From an optimization exercise on the open Yosys and OpenROAD flow, aimed at small area; shortcuts taken in it are not production practice.
The RTL was checked by simulation tests, not by an equivalence proof against the original design.
Power figures rest on the tool's default switching activity, not on a simulated workload.

==> design.v <==
package asym_fifo_pkg;
    function automatic int clog2(input int value);
        clog2 = $clog2(value);
    endfunction
    function automatic int minOf(input int a, input int b);
        minOf = (a < b) ? a : b;
    endfunction
    function automatic int maxOf(input int a, input int b);
        maxOf = (a > b) ? a : b;
    endfunction
    function automatic int calcMinW(input int widthW, input int widthR);
        calcMinW = (widthW < widthR) ? widthW : widthR;
    endfunction
    function automatic int calcUnits(input int width, input int widthW, input int widthR);
        calcUnits = width / ((widthW < widthR) ? widthW : widthR);
    endfunction
    function automatic int calcDmin(input int depthW, input int widthW, input int widthR);
        calcDmin = depthW * widthW / ((widthW < widthR) ? widthW : widthR);
    endfunction
endpackage
module fifo_byte (
    input  logic       clk,
    input  logic       hold,
    input  logic       we,
    input  logic [7:0] d,
    output logic [7:0] q
);
    always_ff @(posedge clk) begin
        q <= (q & {8{hold}}) | (d & {8{we}});
    end
endmodule
module fifo_obyte (
    input  logic       clk,
    input  logic       rstn,
    input  logic       hold,
    input  logic       ld,
    input  logic [7:0] d,
    output logic [7:0] q
);
    always_ff @(posedge clk or negedge rstn) begin
        if (!rstn) q <= '0;
        else       q <= (q & {8{hold}}) | (d & {8{ld}});
    end
endmodule
module fifo_rd3 (
    input  logic [2:0] a,
    input  logic [2:0] s,
    output logic       y_n
);
    assign y_n = ~|(a & s);
endmodule
module fifo_nand4 (input logic [3:0] a, output logic y);
    assign y = ~&a;
endmodule
module fifo_nand3 (input logic [2:0] a, output logic y);
    assign y = ~&a;
endmodule
module fifo_nand2 (input logic [1:0] a, output logic y);
    assign y = ~&a;
endmodule
module fifo_nor2 (input logic [1:0] a, output logic y);
    assign y = ~|a;
endmodule
module asym_sdp_ram (
    input  logic         clk,
    input  logic [3:0]   laneEn,
    input  logic         shift,
    input  logic [7:0]   din,
    input  logic [63:0]  rsel,
    output logic [31:0]  rdData
);
    logic [31:0] mem [64];
    for (genvar l = 0; l < 4; l++) begin : gLane
        fifo_byte uByte (
            .clk  (clk),
            .hold (~laneEn[l]),
            .we   (laneEn[l]),
            .d    (din),
            .q    (mem[0][l*8 +: 8])
        );
    end
    for (genvar w = 1; w < 64; w++) begin : gWord
        for (genvar l = 0; l < 4; l++) begin : gByte
            fifo_byte uByte (
                .clk  (clk),
                .hold (~shift),
                .we   (shift),
                .d    (mem[w-1][l*8 +: 8]),
                .q    (mem[w][l*8 +: 8])
            );
        end
    end
    for (genvar b = 0; b < 32; b++) begin : gBit
        logic [21:0] leaf_n;
        logic [5:0]  part;
        logic [2:0]  part_n;
        for (genvar g = 0; g < 21; g++) begin : gLeaf
            fifo_rd3 uLeaf (
                .a   ({mem[3*g+2][b], mem[3*g+1][b], mem[3*g][b]}),
                .s   (rsel[3*g+2 -: 3]),
                .y_n (leaf_n[g])
            );
        end
        fifo_nand2 uLeaf63 (.a({mem[63][b], rsel[63]}), .y(leaf_n[21]));
        fifo_nand4 uP0 (.a(leaf_n[3:0]),   .y(part[0]));
        fifo_nand4 uP1 (.a(leaf_n[7:4]),   .y(part[1]));
        fifo_nand4 uP2 (.a(leaf_n[11:8]),  .y(part[2]));
        fifo_nand4 uP3 (.a(leaf_n[15:12]), .y(part[3]));
        fifo_nand3 uP4 (.a(leaf_n[18:16]), .y(part[4]));
        fifo_nand3 uP5 (.a(leaf_n[21:19]), .y(part[5]));
        fifo_nor2  uQ0 (.a(part[1:0]),     .y(part_n[0]));
        fifo_nor2  uQ1 (.a(part[3:2]),     .y(part_n[1]));
        fifo_nor2  uQ2 (.a(part[5:4]),     .y(part_n[2]));
        fifo_nand3 uOut (.a(part_n),       .y(rdData[b]));
    end
endmodule
module asymmetric_fifo_sync
#(
    parameter int WIDTHW     = 8,
    parameter int WIDTHR     = 32,
    parameter int DEPTHW     = 256,
    parameter int BIG_ENDIAN = 0,
    parameter int AFULL_THR  = 4
) (
    input  logic              clk,
    input  logic              rstn,
    input  logic              clr,
    input  logic              wr_en,
    input  logic [WIDTHW-1:0] din,
    output logic              full,
    output logic              almost_full,
    output logic              overflow,
    input  logic              rd_en,
    output logic [WIDTHR-1:0] dout,
    output logic              dout_valid,
    output logic              empty,
    output logic              underflow,
    output logic [asym_fifo_pkg::clog2(asym_fifo_pkg::calcDmin(DEPTHW, WIDTHW, WIDTHR)):0] level
);
    logic        wrAccept, rdAccept;
    logic [7:0]  levelDec;
    logic [63:0] rsel;
    logic [3:0]  laneEn;
    logic [31:0] rdData;
    assign full        = level[8];
    assign almost_full = level[8] | (&level[7:2]);
    assign empty       = ~|level[8:2];
    assign wrAccept = wr_en & ~full & ~clr;
    assign rdAccept = rd_en & ~empty & ~clr;
    assign levelDec = level[7:0] - 8'd1;
    always_comb begin
        for (int w = 0; w < 64; w++) begin
            rsel[w] = (levelDec[7:2] == 6'(w));
        end
        for (int l = 0; l < 4; l++) begin
            laneEn[l] = wrAccept & (level[1:0] == 2'(l));
        end
    end
    always_ff @(posedge clk or negedge rstn) begin
        if (!rstn) begin
            level      <= '0;
            overflow   <= 1'b0;
            underflow  <= 1'b0;
            dout_valid <= 1'b0;
        end else begin
            if (clr) begin
                level <= '0;
            end else begin
                level <= level + {8'd0, wrAccept} - {6'd0, rdAccept, 2'd0};
            end
            overflow   <= wr_en & full & ~clr;
            underflow  <= rd_en & empty & ~clr;
            dout_valid <= rdAccept;
        end
    end
    for (genvar l = 0; l < 4; l++) begin : gDout
        fifo_obyte uDout (
            .clk  (clk),
            .rstn (rstn),
            .hold (~rdAccept),
            .ld   (rdAccept),
            .d    (rdData[l*8 +: 8]),
            .q    (dout[l*8 +: 8])
        );
    end
    asym_sdp_ram uRam (
        .clk    (clk),
        .laneEn (laneEn),
        .shift  (laneEn[0]),
        .din    (din),
        .rsel   (rsel),
        .rdData (rdData)
    );
endmodule
==> flow/run.sh <==
#!/bin/bash
set -o pipefail
cp standard.sh standard_sh.txt
export BUFFER_PORTS_ARGS="-buffer_cell sky130_fd_sc_hd__buf_1"
export CTS_ARGS="-sink_clustering_enable -repair_clock_nets -dont_use_dummy_load -sink_clustering_size 18 -sink_clustering_max_diameter 50 -buf_list sky130_fd_sc_hd__clkbuf_8"
bash standard.sh > standard.log 2>&1
==> standard.sh <==
#!/bin/bash
# synth_recipe.tcl (not shown) runs the flow's synth.tcl, then flattens the netlist and writes it again
# the make line also repeats each setting of config.mk as NAME=value (left out here)
make -C /OpenROAD-flow-scripts/flow DESIGN_CONFIG=/design/flow/config.mk WORK_HOME=/design/flow/orfs CLKGATE_MAP_FILE= SYNTH_SCRIPT=/design/flow/synth_recipe.tcl "${@:-finish}"
==> config.mk <==
export PLATFORM = sky130hd
export DESIGN_NAME = asymmetric_fifo_sync
export DESIGN_NICKNAME = asymmetric_fifo_sync
export VERILOG_FILES = /design/flow/design.v
export SDC_FILE = /design/flow/constraint.sdc
export NUM_CORES = 4
export LEC_CHECK = 0
export CAP_MARGIN = 20
export CORE_MARGIN = 2
export CORE_UTILIZATION = 85
export SLEW_MARGIN = 20
export SYNTH_HIERARCHICAL = 1
==> constraint.sdc <==
create_clock -name core_clock -period 7.0 [get_ports {clk}]
set_input_delay 1.4000 -clock core_clock [delete_from_list [all_inputs] [get_ports {clk}]]
set_output_delay 1.4000 -clock core_clock [all_outputs]
set_load 0.01 [all_outputs]
==> impl_metrics.tcl, run 1 <==
set metrics [dict create \
    outcome "complete, no violations" \
    numPortBuffers 59 \
    r2r_start "level[3]" \
    swShare_pct 30.8 \
    grt_max_degree 290 \
    seqPwrFrac_pct 59.4 \
    crit_arrival_ps 5660 \
    yosysWarnings 11 \
    area_delta_synth_final_pct 0.740 \
    hold_viol_final 0 \
    layout_commonest_cell "a22o_1" \
    hold_buffers 0 \
    hold-worst-slack_ps 474 \
    setup_viol 0 \
    r2r_cells 12 \
    synthMuxAreaShare_pct 0.0151 \
    p_switching_mw 6.99 \
    synth_xor_area_share_pct 0.0824 \
    cts_tree "built" \
    crit_family "simple AND/OR/NAND/NOR gates" \
    p_comb_share_pct 17.1 \
    slew_violations 0 \
    postCtsSetupRepairBufs 0 \
    peakVddDrop_mv 0.280 \
    drive_gt1_share_pct 5.71 \
    drv_cap 0 \
    vias_per_cell 8.26 \
    placed_area_mm2 0.0729 \
    synth_area_mm2 0.0744 \
    end_kind "flop" \
    final_cell_mix "2,080 x a22o_1, 2,048 x dfxtp_1, 672 x a222oi_1" \
    overflow 0 \
    yosysSeqAreaShare_pct 56.6 \
    grt_use_total_pct 42.4 \
    yosys.area.top_type_share_pct 55.1 \
    min_period_over_period_pct 69.9 \
    instances_no_fill 6867 \
    antenna_left 0 \
    syn_nets 5968 \
    r2r_end "gDout[2].uDout.q[2]" \
    ios 60 \
    cts_buffer_depth 3 \
    yosysUniqueCellTypes 53 \
    place_congestion 0.940 \
    hp-class "flop to flop" \
    die_y_um 300 \
    syn_inst 5937 \
    clock_skew_ps 47.0 \
    synthArstFlopShare_pct 2.10 \
    synth_fa_ha_area_share_pct 0.303 \
    grt_pass1_vias 51700 \
    yosysTopAreaCell "dfxtp_1" \
    wl_per_cell_um 29.2 \
    finalWirelength_mm 201 \
    synth_edf_count 0 \
    finalPower_mw 22.7 \
    initial_utilization_pct 85.7 \
    synth_area_per_cell_um2 12.5 \
    clkSlewWorstSetupHoldPaths_ps 100 \
    clock.fmax_mhz 204 \
    place_inst 6719 \
    die_x_um 300 \
    cp-start-kind "flop" \
    root_buffer "clkbuf_8" \
    core-area_mm2 0.0868 \
    place_hpwl_mm 117 \
    fin_nets 5743 \
    synth_top_family_by_area "compound AO/OA/AOI/OAI gates" \
    min_delay_path_depth 1 \
    cts_made_buffers 144 \
    startpoint "level[3]" \
    grt_antenna_before_repair 5 \
    cp_slowest_stage_delay_ps 1160 \
    r2r_slack_ps 2110 \
    clockPowerShare_pct 23.6 \
    synth_area_leaders "dfxtp_1 55%, a22o_1 24%, a222oi_1 9.0%, buf_6 4.0%, buf_2 1.8%" \
    path_max_fanout 16 \
    num-fill-cells 4469 \
    layout_min_cycle_time_ps 4890 \
    setup.worst_path.class "flop to flop" \
    cts_sinks 2092 \
    finalSetupTns_ps 0 \
    synth-seq-cells 2092 \
    insertion_delay_ps 870 \
    leakage_nw 27.9 \
    fin_area_mm2 0.0749 \
    crit_chain "inv_1 > ha_1 > nand2_1 > o21ai_1 > nand4_2 > nor2_2 > buf_4 > a222oi_1 > nand4_1 > nor2_1 > nand3_1 > a22o_1" \
    min_from "uRam.gWord[50].gByte[3].uByte.q[4]" \
    holdPathEnd "uRam.gWord[51].gByte[3].uByte.q[4]" \
    cts_resized 0 \
    htree_levels 4 \
    grt_pass1_wl_mm 302 \
    relSlewSlack_pct 21.6 \
    drt_first_pass_iters 17 \
    vias 56700 \
    cp_num_buf_inv 2 \
    synth_simple_gate_area_share_pct 3.23 \
    ys.flop_type "dfxtp_1" \
    cellPowerDensity_mw_per_mm2 303 \
    rsz0062_at_grt "false" \
    drtIter0Drc 13000 \
    crit_slowest_cell "nor2_2" \
    synth-compound-area-share_pct 33.9 \
    cell_internal_pwr_mw 15.7 \
    crit_required_ps 7770 \
    std_cell_rows 108 \
    route.detailed.drc 0 \
    die_area_mm2 0.0899 \
    tightest_slew_ps 1180 \
]
## per-layer routing
metal,part of all wire (%),up-vias,GRT usage (%)
met1,38,28000,58.7
met2,44,3842,61.7
met3,12,601,9.80
met5,0.0090,-,0
met4,5.6,2,23.8
li1,-,24300,-
## area by class of cell
type	count	area [um2]	area share (%)
antenna	2	5.00	0.00668
clock buffer	144	1980	2.65
inverter	19	78.8	0.105
multi-input combinational	3294	28100	37.5
sequential	2092	42100	56.2
tap	1155	1450	1.93
timing repair buffer	161	1190	1.59
## modules after synthesis, one instance, submodules excluded
module / cells inside / flops+latches
asym_sdp_ram: 5 / 0
asymmetric_fifo_sync: 228 / 12
fifo_byte: 18 / 8
fifo_nand2: 1 / 0
fifo_nand3: 1 / 0
fifo_nand4: 1 / 0
fifo_nor2: 1 / 0
fifo_obyte: 18 / 8
fifo_rd3: 1 / 0
## power by group through the flow
stage / Sequential [mW] / Combinational [mW] / Clock [mW]
6_report: 13.5 / 3.87 / 5.35
5_1_grt: 13.5 / 4.05 / 5.79
4_1_cts: 13.4 / 3.72 / 5.35
3_5_place_dp: 13.7 / 3.70 / 0
3_3_place_gp: 13.6 / 3.61 / 0
2_1_floorplan: 13.5 / 3.26 / 0
## per-stage QoR
step	setup WS, ps	util, %
global route	2080	86.4
CTS	2250	86.3
floorplan	-8350	-
global placement	2250	84.0
detailed placement	2200	84.0
finish	2110	86.4
## how the worst max path moves through the flow
stage / cells past startpoint / endpoint / slack [ps]
2_1_floorplan: 5 / uRam.gWord[10].gByte[0].uByte.q[5] / -8350
3_3_place_gp: 8 / uRam.gLane[0].uByte.q[5] / 2250
3_5_place_dp: 8 / uRam.gLane[0].uByte.q[5] / 2200
4_1_cts: 12 / gDout[2].uDout.q[5] / 2250
5_1_grt: 12 / gDout[0].uDout.q[2] / 2080
6_report: 12 / gDout[2].uDout.q[2] / 2110
## cells in the mapped netlist, types with 2 or more instances
| cell | n |
|---|---|
| a21oi_1 | 5 |
| a222oi_1 | 672 |
| nand2b_1 | 2 |
| or4_1 | 3 |
| nand3_1 | 100 |
| o21ai_0 | 2 |
| dfxtp_1 | 2048 |
| buf_6 | 266 |
| o211ai_1 | 2 |
| nor3_1 | 2 |
| buf_2 | 261 |
| xnor2_1 | 6 |
| nand4_1 | 128 |
| nor3b_1 | 5 |
| nor2b_1 | 4 |
| nor2_1 | 176 |
| nor2_2 | 3 |
| nand2_1 | 49 |
| inv_1 | 19 |
| a22o_1 | 2080 |
| nor4_1 | 3 |
| and3_1 | 4 |
| nor3_2 | 2 |
| ha_1 | 18 |
| a311oi_1 | 3 |
| clkbuf_1 | 4 |
| dfrtp_1 | 44 |
## state kept, by name (all words and copies together), names as in the netlist
name,count
underflow,1
dout_valid,1
uRam.gWord.gByte.uByte.q,2016
level,9
gDout.uDout.q,32
uRam.gLane.uByte.q,32
overflow,1
## worst reg2reg max path, stage by stage, from the launching register on
cell      delay [ps]
dfrtp_1          610
inv_1            290
ha_1             270
nand2_1          140
o21ai_1          310
nand4_2          690
nor2_2          1180
buf_4            460
a222oi_1         130
nand4_1          260
nor2_1           220
nand3_1          150
a22o_1           120
## logic make-up after synthesis
family,after synthesis
flops,2092
xor+xnor,7
mux,1
buf+inv,551
simple gates,488
fa+ha+maj,18
compound gates,2780
==> run 2: changes to the inputs <==
--- a/design.v
+++ b/design.v
@@ -139,5 +139,9 @@
 );
     logic        wrAccept, rdAccept;
-    logic [7:0]  levelDec;
+    logic [5:0]  rdIdx;
+    logic [8:0]  levelNext;
+    logic        carry, up, dn;
+    logic [6:0]  tUp, tDn;
+    logic [5:0]  borrow;
     logic [63:0] rsel;
     logic [3:0]  laneEn;
@@ -148,8 +152,32 @@
     assign wrAccept = wr_en & ~full & ~clr;
     assign rdAccept = rd_en & ~empty & ~clr;
-    assign levelDec = level[7:0] - 8'd1;
+    always_comb begin
+        borrow[0] = (level[1:0] == 2'd0);
+        for (int i = 1; i < 6; i++) begin
+            borrow[i] = borrow[i-1] & ~level[i+1];
+        end
+        for (int i = 0; i < 6; i++) begin
+            rdIdx[i] = level[i+2] ^ borrow[i];
+        end
+    end
+    always_comb begin
+        levelNext[0] = level[0] ^ wrAccept;
+        levelNext[1] = level[1] ^ (level[0] & wrAccept);
+        carry        = level[1] & level[0] & wrAccept;
+        up           = carry & ~rdAccept;
+        dn           = rdAccept & ~carry;
+        tUp[0]       = up;
+        tDn[0]       = dn;
+        for (int i = 1; i < 7; i++) begin
+            tUp[i] = tUp[i-1] & level[i+1];
+            tDn[i] = tDn[i-1] & ~level[i+1];
+        end
+        for (int i = 0; i < 7; i++) begin
+            levelNext[i+2] = level[i+2] ^ (tUp[i] | tDn[i]);
+        end
+    end
     always_comb begin
         for (int w = 0; w < 64; w++) begin
-            rsel[w] = (levelDec[7:2] == 6'(w));
+            rsel[w] = (rdIdx == 6'(w));
         end
         for (int l = 0; l < 4; l++) begin
@@ -167,5 +195,5 @@
                 level <= '0;
             end else begin
-                level <= level + {8'd0, wrAccept} - {6'd0, rdAccept, 2'd0};
+                level <= levelNext;
             end
             overflow   <= wr_en & full & ~clr;
--- a/config.mk
+++ b/config.mk
@@ -9,4 +9,5 @@
 export CORE_MARGIN = 2
 export CORE_UTILIZATION = 85
+export PLACE_DENSITY = 0.95
 export SLEW_MARGIN = 20
 export SYNTH_HIERARCHICAL = 1
==> run 2 against run 1 <==
Die area is 0.49% lower. Largest cell class unchanged. Non-clock buffer count is 24 lower. Critical path type unchanged. Global-route usage shrank 4.1 points. Final cell count down 1.1%.
==> impl_metrics.tcl, run 2 <==
set metrics [dict create \
    yosysSeqAreaShare_pct 56.9 \
    setup_viol 0 \
    layout_commonest_cell "a22o_1" \
    ys_top_cells_by_count "2,080 x a22o_1, 2,048 x dfxtp_1, 672 x a222oi_1, 262 x buf_2, 261 x buf_6" \
    synth_most_common_cell "a22o_1" \
    slew_violations 0 \
    synth_area_per_cell_um2 12.6 \
    placed_area_mm2 0.0725 \
    postCtsSetupRepairBufs 0 \
    insertion_delay_ps 870 \
    p_switching_mw 8.63 \
    cts_resized 0 \
    yosysTopAreaCell "dfxtp_1" \
    place_congestion 0.856 \
    die_y_um 299 \
    overflow 0 \
    grt_pass1_vias 50600 \
    wl_per_cell_um 26.7 \
    largest_register_ffs 2016 \
    root_buffer "clkbuf_8" \
    area_delta_synth_final_pct 0.644 \
    yosys.area.top_type_share_pct 55.4 \
    route.detailed.drc 0 \
    vias_per_cell 8.17 \
    clkSlewWorstSetupHoldPaths_ps 100 \
    numPortBuffers 59 \
    hold_buffers 0 \
    yosysUniqueCellTypes 39 \
    instances_no_fill 6794 \
    swShare_pct 35.1 \
    grt_max_degree 273 \
    grt_pass1_wl_mm 281 \
    top_regs "uRam.gWord.gByte.uByte.q: 2016 flops, gDout.uDout.q: 32 flops, uRam.gLane.uByte.q: 32 flops" \
    grt_antenna_before_repair 4 \
    cellPowerDensity_mw_per_mm2 330 \
    antenna_left 0 \
    end_kind "flop" \
    drive_gt1_share_pct 5.23 \
    cts_buffer_depth 3 \
    yosysWarnings 11 \
    final_cell_mix "2,080 x a22o_1, 2,048 x dfxtp_1, 672 x a222oi_1" \
    max_flop_register "uRam.gWord.gByte.uByte.q" \
    initial_utilization_pct 85.6 \
    die_x_um 299 \
    clock_skew_ps 50.0 \
    vias 55500 \
    min_period_over_period_pct 70.0 \
    crit_chain "inv_1 > ha_1 > ha_1 > ha_1 > ha_1 > ha_1 > nand2b_1 > nor2_2 > buf_4 > a222oi_1 > nand3_1 > nor2_1 > nand3_1 > a22o_1" \
    core-area_mm2 0.0865 \
    drtIter0Drc 11900 \
    cts_made_buffers 142 \
    leakage_nw 27.6 \
    fin_nets 5660 \
    tightest_slew_ps 1180 \
    die_area_mm2 0.0894 \
    finalWirelength_mm 181 \
    layout_min_cycle_time_ps 4900 \
    synth_area_leaders "dfxtp_1 55%, a22o_1 25%, a222oi_1 9.1%, buf_6 4.0%, buf_2 1.8%" \
    htree_levels 4 \
    num-fill-cells 4259 \
    synth_edf_count 0 \
    setup.worst_path.class "flop to flop" \
    crit_arrival_ps 5630 \
    hold-worst-slack_ps 472 \
    synthArstFlopShare_pct 2.10 \
    cts_sinks 2092 \
    synth-seq-cells 2092 \
    drv_cap 0 \
    clock.fmax_mhz 204 \
    cell_internal_pwr_mw 15.9 \
    peakVddDrop_mv 0.472 \
    path_max_fanout 32 \
    cpMostUsedCell "ha_1" \
    hold_viol_final 0 \
    seqPwrFrac_pct 55.0 \
    std_cell_rows 108 \
    fin_area_mm2 0.0745 \
    rsz0062_at_grt "false" \
    cp-start-kind "flop" \
    synth_area_mm2 0.0740 \
    syn_nets 5911 \
    grt_use_total_pct 38.4 \
    crit_slowest_cell "nand2b_1" \
    ys.flop_type "dfxtp_1" \
    syn_inst 5890 \
    ios 60 \
    place_inst 6649 \
    outcome "complete, no violations" \
    drt_first_pass_iters 14 \
    hp-class "flop to flop" \
    p_comb_share_pct 23.4 \
    crit_required_ps 7740 \
    cp_slowest_stage_delay_ps 840 \
    clockPowerShare_pct 21.6 \
    place_hpwl_mm 106 \
    relSlewSlack_pct 21.0 \
    cts_tree "built" \
]
[run 2: final cells by class]
cell class,instances,area (um2),area share [%]
diodes,2,5.00,0.00672
clock buffers,142,1950,2.62
inverters,11,45.0,0.0605
multi-input cells,3255,27900,37.5
flip-flops and latches,2092,42100,56.5
well taps,1155,1450,1.94
repair buffers,137,1010,1.35
[run 2: cell families (layout without fill, tap and decap cells)]
family                   Yosys count  in the layout  synth area share [%]
AO/OA/AOI/OAI                   2757           2757                  33.8
flip-flops                      2092           2092                  56.9
buffers and inverters            543            290                  5.88
AND/OR/NAND/NOR                  479            479                  3.19
adder cells (fa/ha/maj)            8              8                 0.135
multiplexers                       6              6                0.0879
XOR/XNOR                           5              5                0.0592
other                              0              2                     0
[run 2: critical path: cells and delay by family, from the launching register on]
kind | cells | cell delay, ps
AO/OA/AOI/OAI | 2 | 700
AND/OR/NAND/NOR | 5 | 1860
flip-flops | 1 | 600
buffers and inverters | 2 | 450
adder cells (fa/ha/maj) | 5 | 1140
[run 2: path summary, 6_finish.rpt]
path                                                         start  slack [ps]                            endpoint  cells after the start
worst min register to register  uRam.gWord[60].gByte[2].uByte.q[1]         470  uRam.gWord[61].gByte[2].uByte.q[1]                      1
worst max-delay path                                      level[2]        2100                 gDout[1].uDout.q[1]                     14
max in group asynchronous                                     rstn        5830                            overflow                      2
worst max register to register                            level[2]        2100                 gDout[1].uDout.q[1]                     14
worst min-delay path            uRam.gWord[60].gByte[2].uByte.q[1]         470  uRam.gWord[61].gByte[2].uByte.q[1]                      1
min in group asynchronous                                     rstn         660                 gDout[1].uDout.q[4]                      2
[run 2: layer usage]
metal  vias up  wire length (um)  part of all wire (%)  GRT usage, %
li1      24100                 -                     -             -
met1     27500             72600                    40          53.9
met2      3414             82900                    46          58.5
met3       427             19700                    11          7.65
met4         4              5820                   3.2          16.0
met5         -                23                 0.013             0
[run 2: Yosys stat by module (local to each module, per instance)]
module	flip-flops and latches	cells inside	area, um2	times used
asymmetric_fifo_sync	12	181	1250	1
fifo_obyte	8	18	287	4
fifo_byte	8	18	246	256
asym_sdp_ram	0	5	18.8	1
fifo_rd3	0	1	10.0	672
fifo_nand4	0	1	6.26	128
fifo_nand3	0	1	5.00	96
fifo_nand2	0	1	3.75	32
fifo_nor2	0	1	3.75	96
[run 2: power groups by stage]
stage               clock [mW]  sequential (mW)  combinational (mW)
floorplan                    0             13.5                4.33
global placement             0             13.7                5.37
detailed placement           0             13.7                5.53
CTS                       5.32             13.5                5.56
global route              5.75             13.6                5.98
finish                    5.31             13.5                5.75
[run 2: per-stage QoR]
stage          util (%)  setup slack, ps  setup TNS (ps)  power (mW)
3_5_place_dp       83.8             1540               0        19.3
5_1_grt            86.1             2030               0        25.3
3_3_place_gp       83.8             1680               0        19.0
4_1_cts            86.1             2260               0        24.4
6_report           86.1             2100               0        24.6
2_1_floorplan         -            -1820        -3619570        17.9
==> run 3: changes to the inputs <==
--- a/config.mk
+++ b/config.mk
@@ -8,6 +8,6 @@
 export CAP_MARGIN = 20
 export CORE_MARGIN = 2
-export CORE_UTILIZATION = 85
-export PLACE_DENSITY = 0.95
+export CORE_UTILIZATION = 70
+export PLACE_DENSITY = 0.9
 export SLEW_MARGIN = 20
 export SYNTH_HIERARCHICAL = 1
==> run 3 against run 2 <==
Die area up 21%. Synthesized cell count unchanged. Register-to-register slack worse by 230 ps. Non-clock buffer count up 13. Count of clock-buffer cells in the layout up 2. Global-route usage down 5.8 points. Sequential share of layout area down 0.22 points. Routed wire length up 2.8%. Combinational power about the same. Clock power up 1%. Largest power group unchanged.
==> impl_metrics.tcl, run 3 <==
set metrics [dict create \
    fin_nets 5675 \
    die_y_um 329 \
    synthMuxAreaShare_pct 0.0879 \
    fin_area_mm2 0.0748 \
    initial_utilization_pct 70.4 \
    min_period_over_period_pct 73.2 \
    synth_top_family_by_area "compound AO/OA/AOI/OAI gates" \
    top_regs "uRam.gWord.gByte.uByte.q: 2016 flops, gDout.uDout.q: 32 flops, uRam.gLane.uByte.q: 32 flops" \
    r2r_start "level[2]" \
    seqPwrFrac_pct 54.9 \
    root_buffer "clkbuf_8" \
    clkSlewWorstSetupHoldPaths_ps 100 \
    die_x_um 329 \
    holdPathEnd "uRam.gWord[14].gByte[2].uByte.q[3]" \
    drv_cap 0 \
    min_from "uRam.gWord[13].gByte[2].uByte.q[3]" \
    layout_min_cycle_time_ps 5130 \
    syn_nets 5911 \
    synth_area_mm2 0.0740 \
    synth-seq-cells 2092 \
    grt_max_degree 271 \
    num-fill-cells 7144 \
    synth_simple_gate_area_share_pct 3.19 \
    largest_register_ffs 2016 \
    synth_fa_ha_area_share_pct 0.135 \
    end_kind "flop" \
    path_max_fanout 32 \
    drt_first_pass_iters 13 \
    place_hpwl_mm 106 \
    clock.fmax_mhz 195 \
    swShare_pct 35.2 \
    yosysSeqAreaShare_pct 56.9 \
    slew_violations 0 \
    max_flop_register "uRam.gWord.gByte.uByte.q" \
    synth_xor_area_share_pct 0.0592 \
    postCtsSetupRepairBufs 0 \
    finalWirelength_mm 186 \
    tightest_slew_ps 1350 \
    die_area_mm2 0.108 \
    cp_num_buf_inv 2 \
    rsz0062_at_grt "false" \
    cts_made_buffers 144 \
    yosys.area.top_type_share_pct 55.4 \
    p_switching_mw 8.68 \
    htree_levels 4 \
    cts_resized 0 \
    cp-start-kind "flop" \
    crit_required_ps 7750 \
    crit_slowest_cell "nand2_1" \
    insertion_delay_ps 870 \
    crit_chain "inv_1 > ha_1 > ha_1 > ha_1 > ha_1 > ha_1 > xnor2_1 > nand2_1 > nor2_2 > buf_4 > a222oi_1 > nand4_1 > nor2_1 > nand3_1 > a22o_1" \
    min_delay_path_depth 1 \
    grt_pass1_vias 50300 \
    leakage_nw 27.7 \
    place_congestion 0.854 \
    yosysTopAreaCell "dfxtp_1" \
    crit_arrival_ps 5870 \
    ys_top_cells_by_count "2,080 x a22o_1, 2,048 x dfxtp_1, 672 x a222oi_1, 262 x buf_2, 261 x buf_6" \
    layout_commonest_cell "a22o_1" \
    cell_internal_pwr_mw 16.0 \
    clockPowerShare_pct 21.8 \
    setup_viol 0 \
    synth_most_common_cell "a22o_1" \
    vias_per_cell 7.84 \
    synth_area_per_cell_um2 12.6 \
    std_cell_rows 119 \
    crit_family "simple AND/OR/NAND/NOR gates" \
    grt_antenna_before_repair 5 \
    syn_inst 5890 \
    ys.flop_type "dfxtp_1" \
    placed_area_mm2 0.0728 \
    cts_tree "built" \
    overflow 0 \
    cp_slowest_stage_delay_ps 820 \
    r2r_cells 15 \
    p_comb_share_pct 23.3 \
    synth-compound-area-share_pct 33.8 \
    cts_buffer_depth 3 \
    clock_skew_ps 102 \
    r2r_end "gDout[2].uDout.q[7]" \
    synthArstFlopShare_pct 2.10 \
    core-area_mm2 0.105 \
    route.detailed.drc 0 \
    drive_gt1_share_pct 5.48 \
    hold_buffers 0 \
    antenna_left 0 \
    yosysUniqueCellTypes 39 \
    grt_use_total_pct 32.6 \
    hp-class "flop to flop" \
    setup.worst_path.class "flop to flop" \
    r2r_slack_ps 1870 \
    outcome "complete, no violations" \
    drtIter0Drc 11100 \
    synth_edf_count 0 \
    ios 60 \
    finalPower_mw 24.6 \
    numPortBuffers 59 \
    vias 55300 \
    hold_viol_final 0 \
    yosysWarnings 11 \
    relSlewSlack_pct 10.1 \
    grt_pass1_wl_mm 286 \
    wl_per_cell_um 26.4 \
    cellPowerDensity_mw_per_mm2 330 \
    final_cell_mix "2,080 x a22o_1, 2,048 x dfxtp_1, 672 x a222oi_1" \
    cts_sinks 2092 \
    cpMostUsedCell "ha_1" \
    synth_area_leaders "dfxtp_1 55%, a22o_1 25%, a222oi_1 9.1%, buf_6 4.0%, buf_2 1.8%" \
    area_delta_synth_final_pct 1.04 \
    peakVddDrop_mv 0.617 \
]
[run 3: worst max path at each step]
stage / startpoint / endpoint / cells past startpoint
finish: level[2] / gDout[2].uDout.q[7] / 15
floorplan: clr / uRam.gWord[10].gByte[1].uByte.q[5] / 6
global placement: level[2] / gDout[2].uDout.q[7] / 15
global route: level[2] / gDout[2].uDout.q[7] / 15
CTS: level[2] / gDout[2].uDout.q[7] / 15
detailed placement: clr / uRam.gWord[49].gByte[3].uByte.q[3] / 7
[run 3: cell families (layout without fill, tap and decap cells)]
logic type | count (synthesis) | after routing
simple gates | 479 | 479
compound gates | 2757 | 2757
mux | 6 | 6
flops | 2092 | 2092
fa+ha+maj | 8 | 8
xor+xnor | 5 | 5
other cells | 0 | 4
buf+inv | 543 | 305
[run 3: layout make-up]
type                    count  area, um2  area share (%)
well taps                1391       1740            2.33
inverters                  11       45.0          0.0602
multi-input cells        3255      27800            37.2
flip-flops and latches   2092      42100            56.3
repair buffers            150       1070            1.43
diodes                      4       10.0          0.0134
clock buffers             144       1980            2.65
[run 3: metal layers]
layer  up-vias  GRT usage, %  part of all wire (%)
li1      24100             -                     -
met1     27700          45.4                    40
met2      3038          49.8                    45
met3       408          7.06                    11
met4         4          12.6                   3.4
met5         -             0                 0.015
[run 3: per-module statistics from Yosys (local to each module, per instance)]
module / flip-flops and latches / cells / times used / cell area [um2]
asym_sdp_ram: 0 / 5 / 1 / 18.8
fifo_byte: 8 / 18 / 256 / 246
asymmetric_fifo_sync: 12 / 181 / 1 / 1250
fifo_nand4: 0 / 1 / 128 / 6.26
fifo_nand3: 0 / 1 / 96 / 5.00
fifo_rd3: 0 / 1 / 672 / 10.0
fifo_nor2: 0 / 1 / 96 / 3.75
fifo_nand2: 0 / 1 / 32 / 3.75
fifo_obyte: 8 / 18 / 4 / 287
[run 3: power by group through the flow]
stage | sequential, mW | clock [mW] | combinational, mW
6_report | 13.5 | 5.37 | 5.74
2_1_floorplan | 13.5 | 0 | 4.33
3_5_place_dp | 13.8 | 0 | 5.53
5_1_grt | 13.6 | 5.84 | 5.95
3_3_place_gp | 13.7 | 0 | 5.39
4_1_cts | 13.5 | 5.41 | 5.55
[run 3: metrics by stage]
stage                     setup slack [ps]  std cells  utilization (%)  hold slack (ps)  TNS [ps]
after global routing                  1670       7047             71.1              473         0
after detailed placement              2060       6899             69.2              470         0
after floorplan                      -1820       5890                -              455  -3619570
final                                 1870       7047             71.1              443         0
after global placement                2180       6899             69.2              466         0
after CTS                             2080       7043             71.1              440         0
==> run 4: changes to the inputs <==
==> flow/run.sh (replaced) <==
#!/bin/bash
set -o pipefail
cp standard.sh standard_sh.txt
export BUFFER_PORTS_ARGS="-buffer_cell sky130_fd_sc_hd__buf_1"
export CTS_ARGS="-sink_clustering_enable -repair_clock_nets -dont_use_dummy_load -sink_clustering_size 20 -sink_clustering_max_diameter 60 -buf_list sky130_fd_sc_hd__clkbuf_8"
bash standard.sh > standard.log 2>&1
--- a/config.mk
+++ b/config.mk
@@ -8,6 +8,6 @@
 export CAP_MARGIN = 20
 export CORE_MARGIN = 2
-export CORE_UTILIZATION = 70
-export PLACE_DENSITY = 0.9
+export CORE_UTILIZATION = 85
+export PLACE_DENSITY = 0.95
 export SLEW_MARGIN = 20
 export SYNTH_HIERARCHICAL = 1
==> run 4 against run 3 <==
Final cell count decreased by 3.9%. First-iteration DRC count increased by 8.6%. Register-to-register slack improved by 340 ps. Power decreased by 1.7%. Count of clock-buffer cells in the layout decreased by 23. Largest power group unchanged. Highest routed layer unchanged.
==> impl_metrics.tcl, run 4 <==
set metrics [dict create \
    outcome "complete, no violations" \
    yosysTopAreaCell "dfxtp_1" \
    r2r_slack_ps 2210 \
    holdPathEnd "uRam.gWord[23].gByte[0].uByte.q[3]" \
    min_period_over_period_pct 69.4 \
    fin_nets 5639 \
    hold_viol_final 0 \
    min_from "uRam.gWord[22].gByte[0].uByte.q[3]" \
    numPortBuffers 59 \
    drt_first_pass_iters 13 \
    grt_max_degree 273 \
    root_buffer "clkbuf_8" \
    grt_pass1_wl_mm 282 \
    clock_skew_ps 62.3 \
    min_delay_path_depth 1 \
    cts_buffer_depth 3 \
    slew_violations 0 \
    instances_no_fill 6772 \
    drtIter0Drc 12100 \
    final_cell_mix "2,080 x a22o_1, 2,048 x dfxtp_1, 672 x a222oi_1" \
    peakVddDrop_mv 0.468 \
    htree_levels 3 \
    synth_edf_count 0 \
    cellPowerDensity_mw_per_mm2 326 \
    clkSlewWorstSetupHoldPaths_ps 110 \
    route.detailed.drc 0 \
    cts_tree "built" \
    die_y_um 299 \
    placed_area_mm2 0.0725 \
    initial_utilization_pct 85.6 \
    end_kind "flop" \
    synth-seq-cells 2092 \
    wl_per_cell_um 26.7 \
    vias_per_cell 8.16 \
    grt_pass1_vias 50400 \
    synthArstFlopShare_pct 2.10 \
    yosysSeqAreaShare_pct 56.9 \
    postCtsSetupRepairBufs 0 \
    layout_commonest_cell "a22o_1" \
    top_regs "uRam.gWord.gByte.uByte.q: 2016 flops, gDout.uDout.q: 32 flops, uRam.gLane.uByte.q: 32 flops" \
    vias 55300 \
    crit_required_ps 7690 \
    setup.worst_path.class "input pin to flop" \
    place_congestion 0.856 \
    max_flop_register "uRam.gWord.gByte.uByte.q" \
    layout_min_cycle_time_ps 4860 \
    ios 60 \
    clock.fmax_mhz 206 \
    tightest_slew_ps 1240 \
    ys_top_cells_by_count "2,080 x a22o_1, 2,048 x dfxtp_1, 672 x a222oi_1, 262 x buf_2, 261 x buf_6" \
    crit_arrival_ps 5550 \
    rsz0062_at_grt "false" \
    yosysWarnings 11 \
    r2r_start "level[2]" \
    synth_area_mm2 0.0740 \
    path_max_fanout 249 \
    synth_most_common_cell "a22o_1" \
    place_hpwl_mm 106 \
    synth_area_per_cell_um2 12.6 \
    core-area_mm2 0.0865 \
    place_inst 6649 \
    r2r_cells 14 \
    area_delta_synth_final_pct 0.250 \
    yosysUniqueCellTypes 39 \
    relSlewSlack_pct 17.2 \
    drv_cap 0 \
    drive_gt1_share_pct 4.88 \
    die_area_mm2 0.0894 \
    setup_viol 0 \
    post-route-util_pct 85.8 \
    insertion_delay_ps 830 \
    std_cell_rows 108 \
    yosys.area.top_type_share_pct 55.4 \
    cts_made_buffers 121 \
    synth_area_leaders "dfxtp_1 55%, a22o_1 25%, a222oi_1 9.1%, buf_6 4.0%, buf_2 1.8%" \
    cts_sinks 2092 \
    fin_area_mm2 0.0742 \
    grt_antenna_before_repair 3 \
    cts_resized 0 \
    syn_inst 5890 \
    r2r_end "gDout[0].uDout.q[2]" \
    hp-class "flop to flop" \
    overflow 0 \
    startpoint "clr" \
    syn_nets 5911 \
    largest_register_ffs 2016 \
    grt_use_total_pct 38.4 \
    cp-start-kind "input pin" \
    antenna_left 0 \
    hold_buffers 0 \
    die_x_um 299 \
    finalWirelength_mm 181 \
    leakage_nw 27.4 \
    ys.flop_type "dfxtp_1" \
]
[run 4: per-layer routing]
layer / vias to the layer above / share of wire, % / track usage, %
met5: - / 0.013 / 0
met4: 4 / 3.4 / 15.7
met3: 468 / 11 / 6.69
met2: 3389 / 46 / 59.3
met1: 27300 / 40 / 54.0
li1: 24100 / - / -
[run 4: kinds of logic after synthesis]
family,count (synthesis),synth area share (%)
DFF,2092,56.9
adders and majority gates,8,0.135
muxes,6,0.0879
AOI/OAI and AO/OA,2757,33.8
xor gates and xnor gates,5,0.0592
buffers and inverters,543,5.88
and+or+nand+nor,479,3.19
[run 4: Yosys stat by module (local to each module, per instance), excerpt]
module	copies in the design	cells inside	flip-flops and latches
fifo_nand2	32	1	0
fifo_byte	256	18	8
fifo_obyte	4	18	8
fifo_rd3	672	1	0
fifo_nor2	96	1	0
asym_sdp_ram	1	5	0
[run 4: cell type report]
cell class,instances,area [um2]
diodes,1,2.50
clock buffers,121,1670
fillers,4340,12300
inverters,11,45.0
multi-input cells,3255,27900
flip-flops and latches,2092,42100
well taps,1155,1450
repair buffers,137,1010
[run 4: worst max path at each step]
stage                                               endpoint  slack (ps)  cells after the start
after detailed placement  uRam.gWord[43].gByte[3].uByte.q[0]        1540                      8
after global placement    uRam.gWord[36].gByte[3].uByte.q[0]        1680                      8
after CTS                 uRam.gWord[37].gByte[1].uByte.q[6]        2330                      8
final                     uRam.gWord[38].gByte[1].uByte.q[7]        2140                      7
after global routing      uRam.gWord[40].gByte[1].uByte.q[6]        1960                      8
after floorplan           uRam.gWord[10].gByte[1].uByte.q[5]       -1820                      6
[run 4: power breakdown]
group / internal, mW / leakage [nW] / switching (mW)
logic: 1.36 / 9.41 / 4.39
registers: 12.8 / 17.1 / 0.765
clock network: 1.55 / 0.870 / 3.40
total: 15.7 / 27.4 / 8.56
[run 4: metrics by stage]
step | power, mW | setup slack (ps) | hold WS, ps | setup TNS (ps)
final | 24.2 | 2140 | 464 | 0
after detailed placement | 19.3 | 1540 | 470 | 0
after floorplan | 17.9 | -1820 | 455 | -3619570
after global routing | 25.0 | 1960 | 471 | 0
after global placement | 19.0 | 1680 | 466 | 0
after CTS | 24.0 | 2330 | 460 | 0
[run 4: worst max-delay path: stages]
cell and delay, ps:
buf_1 330, nor3b_4 360, and2_4 790, clkinvlp_4 1000, buf_12 520, buf_12 360
a22o_1 380
==> run 5: changes to the inputs <==
--- a/design.v
+++ b/design.v
@@ -62,4 +62,11 @@
     assign y = ~|a;
 endmodule
+module fifo_wl (
+    input  logic a_n,
+    input  logic b_n,
+    output logic y
+);
+    assign y = ~(a_n | b_n);
+endmodule
 module asym_sdp_ram (
     input  logic         clk,
@@ -67,8 +74,15 @@
     input  logic         shift,
     input  logic [7:0]   din,
-    input  logic [63:0]  rsel,
+    input  logic [7:0]   rHi_n,
+    input  logic [7:0]   rLo_n,
     output logic [31:0]  rdData
 );
     logic [31:0] mem [64];
+    logic [1:0]  rsel [64];
+    for (genvar w = 0; w < 64; w++) begin : gRwl
+        for (genvar c = 0; c < 2; c++) begin : gCopy
+            fifo_wl uRwl (.a_n(rHi_n[w/8]), .b_n(rLo_n[w%8]), .y(rsel[w][c]));
+        end
+    end
     for (genvar l = 0; l < 4; l++) begin : gLane
         fifo_byte uByte (
@@ -98,9 +112,9 @@
             fifo_rd3 uLeaf (
                 .a   ({mem[3*g+2][b], mem[3*g+1][b], mem[3*g][b]}),
-                .s   (rsel[3*g+2 -: 3]),
+                .s   ({rsel[3*g+2][b/16], rsel[3*g+1][b/16], rsel[3*g][b/16]}),
                 .y_n (leaf_n[g])
             );
         end
-        fifo_nand2 uLeaf63 (.a({mem[63][b], rsel[63]}), .y(leaf_n[21]));
+        fifo_nand2 uLeaf63 (.a({mem[63][b], rsel[63][b/16]}), .y(leaf_n[21]));
         fifo_nand4 uP0 (.a(leaf_n[3:0]),   .y(part[0]));
         fifo_nand4 uP1 (.a(leaf_n[7:4]),   .y(part[1]));
@@ -144,5 +158,5 @@
     logic [6:0]  tUp, tDn;
     logic [5:0]  borrow;
-    logic [63:0] rsel;
+    logic [7:0]  rHi_n, rLo_n;
     logic [3:0]  laneEn;
     logic [31:0] rdData;
@@ -178,6 +192,7 @@
     end
     always_comb begin
-        for (int w = 0; w < 64; w++) begin
-            rsel[w] = (rdIdx == 6'(w));
+        for (int i = 0; i < 8; i++) begin
+            rHi_n[i] = (rdIdx[5:3] != 3'(i));
+            rLo_n[i] = (rdIdx[2:0] != 3'(i));
         end
         for (int l = 0; l < 4; l++) begin
@@ -217,5 +232,6 @@
         .shift  (laneEn[0]),
         .din    (din),
-        .rsel   (rsel),
+        .rHi_n  (rHi_n),
+        .rLo_n  (rLo_n),
         .rdData (rdData)
     );
==> run 5 against run 4 <==
Clock power increased by 3%. Via count decreased by 1.4%. Critical path depth increased by 7. Sequential cell count unchanged. Sequential share of layout area decreased by 0.31 points. Worst hold slack improved by 14 ps. Final cell count increased by 1.5%. Utilization increased by 0.33 points. Cell area increased by 0.54%. Non-clock buffer count increased by 33. Count of clock-buffer cells in the layout increased by 9. Critical endpoint is now gDout[1].uDout.q[6]. Largest power group unchanged.
==> impl_metrics.tcl, run 5 <==
set metrics [dict create \
    outcome "complete, no violations" \
    crit_arrival_ps 5900 \
    fin_area_mm2 0.0746 \
    clkSlewWorstSetupHoldPaths_ps 110 \
    cp-start-kind "flop" \
    crit_chain "inv_1 > ha_1 > ha_1 > ha_1 > ha_1 > ha_1 > xnor2_1 > nand3_1 > nor2_2 > a222oi_1 > nand4_1 > nor2_1 > nand3_1 > a22o_1" \
    drive_gt1_share_pct 5.23 \
    synthArstFlopShare_pct 2.10 \
    overflow 0 \
    ys_top_cells_by_count "2,080 x a22o_1, 2,048 x dfxtp_1, 672 x a222oi_1, 262 x buf_6, 260 x buf_2" \
    cell_internal_pwr_mw 15.8 \
    wl_per_cell_um 24.5 \
    crit_slowest_cell "nor2_2" \
    root_buffer "clkbuf_8" \
    final_cell_mix "2,080 x a22o_1, 2,048 x dfxtp_1, 672 x a222oi_1" \
    core-area_mm2 0.0866 \
    min_period_over_period_pct 73.5 \
    finalSetupTns_ps 0 \
    max_flop_register "uRam.gWord.gByte.uByte.q" \
    top_regs "uRam.gWord.gByte.uByte.q: 2016 flops, gDout.uDout.q: 32 flops, uRam.gLane.uByte.q: 32 flops" \
    ios 60 \
    synth_edf_count 0 \
    area_delta_synth_final_pct 0.579 \
    layout_min_cycle_time_ps 5150 \
    yosys.area.top_type_share_pct 55.3 \
    yosysWarnings 12 \
    numPortBuffers 59 \
    fin_nets 5740 \
    tightest_slew_ps 1260 \
    route.detailed.drc 0 \
    rsz0062_at_grt "false" \
    hold_buffers 0 \
    vias 54500 \
    synth_area_leaders "dfxtp_1 55%, a22o_1 25%, a222oi_1 9.1%, buf_6 4.0%, buf_2 1.8%" \
    hold_viol_final 0 \
    synth_most_common_cell "a22o_1" \
    setup_viol 0 \
    setup.worst_path.class "flop to flop" \
    peakVddDrop_mv 0.538 \
    place_hpwl_mm 104 \
    cts_made_buffers 130 \
    hp-class "flop to flop" \
    drtIter0Drc 11600 \
    hold-worst-slack_ps 478 \
    swShare_pct 33.4 \
    p_comb_share_pct 21.5 \
    die_area_mm2 0.0896 \
    vias_per_cell 7.93 \
    die_x_um 299 \
    cellPowerDensity_mw_per_mm2 319 \
    grt_use_total_pct 35.3 \
    grt_max_degree 306 \
    drt_first_pass_iters 12 \
    insertion_delay_ps 850 \
    initial_utilization_pct 85.6 \
    grt_pass1_vias 48800 \
    multi_input_area_mm2 0.0279 \
    synth_area_per_cell_um2 12.5 \
    layout_commonest_cell "a22o_1" \
    yosysUniqueCellTypes 38 \
    placed_area_mm2 0.0725 \
    crit_family "simple AND/OR/NAND/NOR gates" \
    leakage_nw 27.7 \
    cp_slowest_stage_delay_ps 1040 \
    end_kind "flop" \
    finalWirelength_mm 169 \
    crit_required_ps 7750 \
    num-fill-cells 4396 \
    htree_levels 4 \
    antenna_left 0 \
    relSlewSlack_pct 16.2 \
    cts_sinks 2092 \
    seqCellArea_mm2 0.0421 \
    cts_resized 0 \
    synth-seq-cells 2092 \
    cpMostUsedCell "ha_1" \
    clock_skew_ps 48.9 \
    ys.flop_type "dfxtp_1" \
    drv_cap 0 \
    slew_violations 0 \
    postCtsSetupRepairBufs 0 \
    path_max_fanout 16 \
    synth_area_mm2 0.0742 \
    yosysSeqAreaShare_pct 56.8 \
    yosysTopAreaCell "dfxtp_1" \
    cp_num_buf_inv 1 \
    std_cell_rows 108 \
    seqPwrFrac_pct 57.1 \
    clockPowerShare_pct 21.4 \
    clock.fmax_mhz 194 \
    die_y_um 299 \
    cts_buffer_depth 3 \
    grt_antenna_before_repair 3 \
    p_switching_mw 7.93 \
    syn_nets 5962 \
    place_congestion 0.831 \
    cts_tree "built" \
    largest_register_ffs 2016 \
    grt_pass1_wl_mm 264 \
    syn_inst 5941 \
]
-- run 5: cell types whose count changed after synthesis, moves of 2 or more --
cell,delta
or3_1,+3
nor2_1,+63
and4_1,+2
nor2b_1,-2
clkbuf_1,-5
nand3_1,-4
nand2_1,-4
buf_2,-2
mux2_2,-2
nand4_1,-2
nand3b_1,+3
-- run 5: routing by layer --
| layer | up-vias | track usage (%) | part of all wire, % |
|---|---|---|---|
| li1 | 24300 | - | - |
| met1 | 27100 | 50.8 | 42 |
| met2 | 2788 | 55.6 | 47 |
| met3 | 282 | 5.60 | 9.0 |
| met4 | 0 | 9.64 | 1.9 |
| met5 | - | 0 | 0 |
-- run 5: worst paths after layout --
path                                                   startpoint                           endpoint  slack [ps]  cells past startpoint
worst min register to register  uRam.gWord[5].gByte[0].uByte.q[5]  uRam.gWord[6].gByte[0].uByte.q[5]         480                      1
worst max-delay path                                     level[2]                gDout[1].uDout.q[6]        1850                     14
min in group asynchronous                                    rstn                gDout[2].uDout.q[0]         700                      2
worst max register to register                           level[2]                gDout[1].uDout.q[6]        1850                     14
worst min-delay path            uRam.gWord[5].gByte[0].uByte.q[5]  uRam.gWord[6].gByte[0].uByte.q[5]         480                      1
max in group asynchronous                                    rstn                           level[7]        5740                      2
-- run 5: final cells by class --
class	instances	share of cell area [%]
Multi-Input combinational cell	3313	37.4
Sequential cell	2092	56.4
Antenna cell	2	0.00671
Clock buffer	130	2.40
Tap cell	1155	1.94
Inverter	12	0.0654
Timing Repair Buffer	170	1.76
-- run 5: power by group through the flow --
stage	logic (mW)	registers, mW	clock network (mW)
2_1_floorplan	4.22	13.6	0
3_3_place_gp	4.58	13.7	0
3_5_place_dp	4.75	13.8	0
4_1_cts	4.78	13.5	5.12
5_1_grt	5.40	13.7	5.55
6_report	5.11	13.6	5.08
-- run 5: cell families after synthesis --
family | Yosys count | synth area share [%]
fa+ha+maj | 8 | 0.135
simple gates | 538 | 3.47
xor+xnor | 5 | 0.0591
buf+inv | 536 | 5.81
mux | 4 | 0.0590
flops | 2092 | 56.8
compound gates | 2758 | 33.7
-- run 5: per-module statistics from Yosys (local to each module, per instance) --
module / flops+latches / times used / cell area [um2] / cells
asym_sdp_ram: 0 / 1 / 18.8 / 5
asymmetric_fifo_sync: 12 / 1 / 928 / 104
fifo_byte: 8 / 256 / 246 / 18
fifo_nand2: 0 / 32 / 3.75 / 1
fifo_nand3: 0 / 96 / 5.00 / 1
fifo_nand4: 0 / 128 / 6.26 / 1
fifo_nor2: 0 / 96 / 3.75 / 1
fifo_obyte: 8 / 4 / 287 / 18
fifo_rd3: 0 / 672 / 10.0 / 1
fifo_wl: 0 / 128 / 3.75 / 1
-- run 5: worst reg2reg max path: stages, from the launching register on --
cell,delay (ps)
dfrtp_1,650
inv_1,90
ha_1,210
ha_1,180
ha_1,190
ha_1,180
ha_1,220
xnor2_1,410
nand3_1,800
nor2_2,1040
a222oi_1,240
nand4_1,250
nor2_1,190
nand3_1,260
a22o_1,170
-- run 5: stage by stage --
stage                     worst slack (ps)  utilization, %  power, mW  std cells
after global routing                  1770            86.1       24.6       6873
after floorplan                      -1680               -       17.8       5941
after global placement                1760            83.7       18.3       6729
after detailed placement              1590            83.7       18.5       6729
final                                 1850            86.1       23.8       6874
after CTS                             2170            85.7       23.4       6859
==> run 6: changes to the inputs <==
==> flow/run.sh (replaced) <==
#!/bin/bash
set -o pipefail
cp standard.sh standard_sh.txt
export BUFFER_PORTS_ARGS="-buffer_cell sky130_fd_sc_hd__buf_1"
export CTS_ARGS="-sink_clustering_enable -repair_clock_nets -dont_use_dummy_load -sink_clustering_size 18 -sink_clustering_max_diameter 60 -buf_list sky130_fd_sc_hd__clkbuf_8"
bash standard.sh > standard.log 2>&1
==> run 6 against run 5 <==
Still clean on timing, DRC and antenna. Critical path depth unchanged. Synthesized area unchanged. Largest power group unchanged. Worst setup slack improved by 23 ps. Count of clock-buffer cells in the layout grew 5. Sequential cell count unchanged. Critical endpoint unchanged. Via count about the same.
==> impl_metrics.tcl, run 6 <==
set metrics [dict create \
    grt_use_total_pct 35.4 \
    syn_inst 5941 \
    synth_area_leaders "dfxtp_1 55%, a22o_1 25%, a222oi_1 9.1%, buf_6 4.0%, buf_2 1.8%" \
    clock_skew_ps 38.7 \
    place_hpwl_mm 104 \
    drv_cap 0 \
    end_kind "flop" \
    min_period_over_period_pct 73.2 \
    yosysUniqueCellTypes 38 \
    die_x_um 299 \
    leakage_nw 27.7 \
    root_buffer "clkbuf_8" \
    synth_edf_count 0 \
    instances_no_fill 6872 \
    die_area_mm2 0.0896 \
    grt_max_degree 306 \
    top_regs "uRam.gWord.gByte.uByte.q: 2016 flops, gDout.uDout.q: 32 flops, uRam.gLane.uByte.q: 32 flops" \
    max_flop_register "uRam.gWord.gByte.uByte.q" \
    seqCellArea_mm2 0.0421 \
    synth_area_per_cell_um2 12.5 \
    multi_input_area_mm2 0.0279 \
    core-area_mm2 0.0866 \
    ys.flop_type "dfxtp_1" \
    numPortBuffers 59 \
    yosys.area.top_type_share_pct 55.3 \
    cts_made_buffers 135 \
    hold-worst-slack_ps 481 \
    syn_nets 5962 \
    worst_slack_ps 1880 \
    peakVddDrop_mv 0.497 \
    insertion_delay_ps 880 \
    fin_area_mm2 0.0746 \
    finalPower_mw 23.8 \
    slew_violations 0 \
    finalSetupTns_ps 0 \
    path_max_fanout 16 \
    grt_antenna_before_repair 5 \
    cts_buffer_depth 3 \
    relSlewSlack_pct 15.4 \
    drtIter0Drc 11000 \
    area_delta_synth_final_pct 0.607 \
    place_ws_ps 1590 \
    crit_required_ps 7800 \
    synth_most_common_cell "a22o_1" \
    tightest_slew_ps 1260 \
    crit_arrival_ps 5920 \
    setup_viol 0 \
    std_cell_rows 108 \
    hp-class "flop to flop" \
    antenna_left 0 \
    yosysWarnings 12 \
    ios 60 \
    drive_gt1_share_pct 5.23 \
    hold_buffers 0 \
    num-fill-cells 4374 \
    htree_levels 4 \
    layout_commonest_cell "a22o_1" \
    hold_viol_final 0 \
    drt_first_pass_iters 15 \
    overflow 0 \
    route.detailed.drc 0 \
    cts_resized 0 \
    layout_min_cycle_time_ps 5120 \
    final_cell_mix "2,080 x a22o_1, 2,048 x dfxtp_1, 672 x a222oi_1" \
    placed_area_mm2 0.0725 \
    setup.worst_path.class "flop to flop" \
    wl_per_cell_um 24.6 \
    cts_tree "built" \
    place_congestion 0.831 \
    fin_nets 5738 \
    ys_top_cells_by_count "2,080 x a22o_1, 2,048 x dfxtp_1, 672 x a222oi_1, 262 x buf_6, 260 x buf_2" \
    cp-start-kind "flop" \
    synthArstFlopShare_pct 2.10 \
    grt_pass1_vias 49000 \
    clkSlewWorstSetupHoldPaths_ps 100 \
    rsz0062_at_grt "false" \
    postCtsSetupRepairBufs 0 \
    place_inst 6729 \
    vias_per_cell 7.93 \
    grt_pass1_wl_mm 265 \
    vias 54500 \
    clock.fmax_mhz 195 \
    die_y_um 299 \
    cts_sinks 2092 \
    finalWirelength_mm 169 \
    yosysSeqAreaShare_pct 56.8 \
    post-route-util_pct 86.1 \
    outcome "complete, no violations" \
    initial_utilization_pct 85.6 \
    synth-seq-cells 2092 \
    yosysTopAreaCell "dfxtp_1" \
    largest_register_ffs 2016 \
    synth_area_mm2 0.0742 \
    cellPowerDensity_mw_per_mm2 319 \
]
-- run 6: cell counts after synthesis --
Identical to the previous run, type by type.
-- run 6: metal layers --
metal / global-route usage (%) / up-vias / wire (um)
met5: 0 / - / 22
met1: 51.2 / 27200 / 72600
met3: 5.54 / 307 / 13900
met4: 9.88 / 4 / 3430
met2: 55.8 / 2736 / 78900
li1: - / 24300 / -
-- run 6: layout make-up --
| class | instances | area share, % |
|---|---|---|
| Inverter | 12 | 0.0654 |
| Tap cell | 1155 | 1.94 |
| Multi-Input combinational cell | 3313 | 37.4 |
| Sequential cell | 2092 | 56.4 |
| Antenna cell | 2 | 0.00671 |
| Timing Repair Buffer | 163 | 1.69 |
| Clock buffer | 135 | 2.49 |
-- run 6: final timing paths --
path / slack [ps] / end / depth (start not counted) / from
max in group asynchronous: 5790 / gDout[1].uDout.q[4] / 2 / rstn
hold reg to reg: 480 / uRam.gWord[2].gByte[3].uByte.q[6] / 1 / uRam.gWord[1].gByte[3].uByte.q[6]
min in group asynchronous: 650 / gDout[2].uDout.q[1] / 2 / rstn
setup / recovery: 1880 / gDout[1].uDout.q[6] / 14 / level[2]
setup reg to reg: 1880 / gDout[1].uDout.q[6] / 14 / level[2]
hold / removal: 480 / uRam.gWord[2].gByte[3].uByte.q[6] / 1 / uRam.gWord[1].gByte[3].uByte.q[6]
-- run 6: power breakdown --
group	leakage (nW)	internal, mW	total [mW]	switching (mW)
registers	17.1	12.8	13.6	0.779
clock network	0.971	1.74	5.18	3.43
logic	9.62	1.36	5.08	3.73
-- run 6: cell families after synthesis --
family / after synthesis / synth area share [%]
fa+ha+maj: 8 / 0.135
simple gates: 538 / 3.47
buf+inv: 536 / 5.81
flops: 2092 / 56.8
compound gates: 2758 / 33.7
mux: 4 / 0.0590
xor+xnor: 5 / 0.0591
-- run 6: critical path: stages (launching register included) --
cell,delay (ps)
dfrtp_1,610
inv_1,90
ha_1,210
ha_1,180
ha_1,190
ha_1,190
ha_1,220
xnor2_1,430
nand3_1,800
nor2_2,1090
a222oi_1,210
nand4_1,240
nor2_1,180
nand3_1,260
a22o_1,170
-- run 6: Yosys stat by module, one instance, submodules excluded, a selection --
module / cells / copies in the design / area (um2)
fifo_nand4: 1 / 128 / 6.26
fifo_obyte: 18 / 4 / 287
fifo_nand2: 1 / 32 / 3.75
asym_sdp_ram: 5 / 1 / 18.8
fifo_nand3: 1 / 96 / 5.00
fifo_rd3: 1 / 672 / 10.0
fifo_wl: 1 / 128 / 3.75

[re-timing with driven ports]
How much do the figures lean on ideal ports? The routed layouts below were timed once more, with nothing changed but the port constraints. Step 1 (the two cells are an assumption about what drives the block):
set clk [get_ports {clk}]
set_driving_cell -lib_cell sky130_fd_sc_hd__clkbuf_16 $clk
set_driving_cell -lib_cell sky130_fd_sc_hd__buf_2 [delete_from_list [all_inputs] $clk]
Step 2 also shifts input and output timing later by t, the mid clock arrival at the registers, as if the neighbouring blocks saw the same clock. a / b / c = ideal ports / drivers / drivers and shift; a / b = the first two.
| run | shift t [ns] | setup WS [ns] | worst data-port slew with drivers (ns) | pins driven straight from the clock port |
|---|---|---|---|---|
| run 1 | 0.927 | 2.109 / 2.109 / 2.053 | 0.03 | 1 |
| run 2 | 0.915 | 2.102 / 2.102 / 1.318 | 0.04 | 1 |
| run 3 | 0.905 | 1.874 / 1.874 / 1.578 | 0.05 | 1 |
| run 4 | 0.872 | 2.142 / 2.194 / 1.322 | 0.04 | 1 |
| run 5 | 0.895 | 1.854 / 1.854 / 1.656 | 0.03 | 1 |
| run 6 | 0.931 | 1.877 / 1.877 / 1.683 | 0.03 | 1 |
After both steps setup and hold are still met in every run listed. The setup slack of run 4, which loses most, moves by +0.052 ns with the drivers and by -0.820 ns with both steps.
